Context: an optimization exercise on an open-source flow, tuned for small area, a short achievable clock period and few clock cycles. The choices shown serve that exercise and are no tape-out recipe. Where RTL was checked, it was by simulation tests only, not by an equivalence proof against the original. Power and IR drop assume default switching activity.

Design ppc_relocation_patcher_top, start of the top module:
module ppc_relocation_patcher_top (
	input  logic            clk,
	input  logic            arst_n,
	input  logic            push,
	output logic            full,
	input  logic [168:0]    req,
	output logic            empty,
	input  logic            pop,
	output logic [69:0]     res,
	input  logic            cfg_valid,
	output logic            cfg_ready,
	input  logic [1:0]      cfg_index,
	input  logic [31:0]     cfg_data
);
Size: roughly 340 flip-flops, ~280 I/O pins, ~22000 sq um of cells after synthesis.
clock: 6.0 ns
lec_check: 0
cap_margin: 20
core_margin: 2
core_utilization: 40
setup_slack_margin: 2.0
slew_margin: 20
standard.sh (not shown) runs the stock make flow with config.mk's settings and CLKGATE_MAP_FILE= SYNTH_SCRIPT=/design/flow/synth_recipe.tcl, a recipe that flattens the netlist after the stock synthesis.
==> flow/flow/run.sh <==
#!/bin/bash
# Standard layout with smaller port buffers. Each ORFS step keeps its own
# log under orfs/logs; make's output goes to flow.log.
set -o pipefail
bash standard.sh \
	BUFFER_PORTS_ARGS="-buffer_cell sky130_fd_sc_hd__buf_2" \
	finish > flow.log 2>&1
Edit:
--- a/flow/config.mk
+++ b/flow/config.mk
@@ -10,3 +10,3 @@
 export CORE_UTILIZATION = 40
-export SETUP_SLACK_MARGIN = 2.0
+export SETUP_SLACK_MARGIN = 2.5
 export SLEW_MARGIN = 20
=> The changed run ran to the end with no violations. Hold slack hardly moves. Wire length is higher slightly. Clock power is about the same.
Edit:
--- a/flow/config.mk
+++ b/flow/config.mk
@@ -7,2 +7,3 @@
 export LEC_CHECK = 0
+export ABC_AREA = 1
 export CAP_MARGIN = 20
@@ -10,3 +11,3 @@
 export CORE_UTILIZATION = 40
-export SETUP_SLACK_MARGIN = 2.5
+export SETUP_SLACK_MARGIN = 2.8
 export SLEW_MARGIN = 20
Result:
- sequential power increases by about 4%
- power went up by 5.6%
- routed wire length rises by 12%
- setup slack gains 0.46 ns
- utilization decreases by 0.93 points
- clock power went down by about 5%
- die area climbs by 5.4%
- clock skew increases by 0.0050 ns
- clock-buffer cell count falls by 2
- fmax grows by 14%
No functional check of the RTL was part of any run of this note.


job 101:
ppc_relocation_patcher_top, a different RTL version from the one above (not shown whole).
For scale: roughly 340 flip-flops, roughly 280 I/O pins.
export LEC_CHECK = 0
export ABC_AREA = 1
export CAP_MARGIN = 20
export CORE_MARGIN = 2
export CORE_UTILIZATION = 40
export SETUP_SLACK_MARGIN = 3.1
export SLEW_MARGIN = 20
create_clock -name core_clock -period 6.0 [get_ports {clk}]
Scripts as last shown in full above: flow/flow/run.sh
Testbench counts of job 101, summed over its fixed seeds: cycles 24,672.
The inputs of job 102 differ from those of job 101 as listed below.
- SETUP_SLACK_MARGIN: 3.1 -> 2.8
- CTS_BUF_LIST: unset -> sky130_fd_sc_hd__clkbuf_8
diff --git a/flow/flow/run.sh b/flow/flow/run.sh
--- a/flow/flow/run.sh
+++ b/flow/flow/run.sh
@@ -6 +6 @@
-	BUFFER_PORTS_ARGS="-buffer_cell sky130_fd_sc_hd__buf_2" \
+	BUFFER_PORTS_ARGS="-buffer_cell sky130_fd_sc_hd__buf_1" \
- Comparing design area for job 102 and job 101, the bigger number came from job 101.
- [compare] base=job 101 new=job 102: power went down by 1.5 mW, detailed-route wire length dropped 6.6 mm, length in cells of the worst reg-to-reg path fell by 11.
#### Input delta (job 103 over job 102)
- PLACE_DENSITY now 0.7, previously not set
- CTS_BUF_LIST no longer set, was sky130_fd_sc_hd__clkbuf_8
- GPL_ROUTABILITY_DRIVEN now 0, previously not set
diff --git a/flow/flow/run.sh b/flow/flow/run.sh
--- a/flow/flow/run.sh
+++ b/flow/flow/run.sh
@@ -6 +6 @@
-	BUFFER_PORTS_ARGS="-buffer_cell sky130_fd_sc_hd__buf_1" \
+	BUFFER_PORTS_ARGS="-buffer_cell sky130_fd_sc_hd__buf_2" \
[summary]
Job 103: final design utilization is 0.31 points higher than what job 102 reported. Final cycle utilization of the critical path in job 103 is 0.40 points below job 102. Classification of the worst setup path = register to output port: job 103; classification of the worst setup path = register to register: job 102. Per the comparison of job 103 with job 102, first-pass GRT wire length has decreased; non-clock buffer contribution to total cell area increased by 0.79 points relative to the old numbers; power in combinational cells now smaller. Looking at later-pin clock latency in the skew report across job 102 and job 103, the one that comes out higher is job 102.
The inputs of job 104 differ from those of job 103 as listed below.
- putting CTS_BUF_LIST at sky130_fd_sc_hd__clkbuf_8 where nothing was set
- clearing PLACE_DENSITY, which used to be 0.7
- clearing GPL_ROUTABILITY_DRIVEN, which used to be 0
### Flow results
Relative to job 103, job 104 improves final hold slack. Job 103 → job 104: global-route met3 utilization went down 2.6 points; largest net degree at the start of global routing went down 10; proportion of layout cells with a drive suffix above 1 went up 2.0 points. The run showing the greater peak supply drop is job 104. Looking at biggest power consumer among the groups, the sequential cells result is from job 103; the combinational logic one comes from job 104.

## port drivers added, routing unchanged
The results above use ideal ports. As a check the final layouts listed here were re-extracted and re-timed, cells and wires unchanged. Step 1, drivers: a clkbuf_16 drives clk and a buf_2 each remaining input, both assumed. Step 2 moves the port delays by t, midway between the first and last clock arrival at a register: inputs arrive t later, outputs are due t later. That takes back most of the time a late clock gives input paths. Slacks: ideal / step 1 / step 2; pairs: ideal / step 1.
| run | shift t [ns] | slack for setup (ns) | hold slack, ns | latest minus earliest clock arrival (ns) | slew at the worst register clock pin (ns) |
|---|---|---|---|---|---|
| the first run of note 1 | 0.633 | 2.135 / 2.077 / 1.680 | 0.415 / 0.415 / 0.415 | 0.026 / 0.026 | 0.07 / 0.07 |
| the second run of note 1 | 0.633 | 2.279 / 2.279 / 2.048 | 0.418 / 0.418 / 0.418 | 0.024 / 0.025 | 0.06 / 0.06 |
| the third run of note 1 | 0.621 | 2.734 / 2.734 / 2.290 | 0.413 / 0.413 / 0.413 | 0.026 / 0.027 | 0.07 / 0.07 |
| job 101 | 0.635 | 2.877 / 2.826 / 2.266 | 0.481 / 0.481 / 0.481 | 0.025 / 0.025 | 0.07 / 0.07 |
| job 102 | 0.754 | 2.814 / 2.782 / 2.216 | 0.483 / 0.483 / 0.483 | 0.071 / 0.071 | 0.07 / 0.07 |
| job 103 | 0.629 | 2.838 / 2.782 / 2.302 | 0.482 / 0.482 / 0.482 | 0.025 / 0.025 | 0.07 / 0.07 |
| job 104 | 0.734 | 2.758 / 2.751 / 2.195 | 0.488 / 0.488 / 0.488 | 0.075 / 0.075 | 0.07 / 0.07 |
After both steps every run listed still meets setup and hold. The setup slack of job 101, which loses most, moves by -0.051 ns with the drivers and by -0.611 ns with both steps.
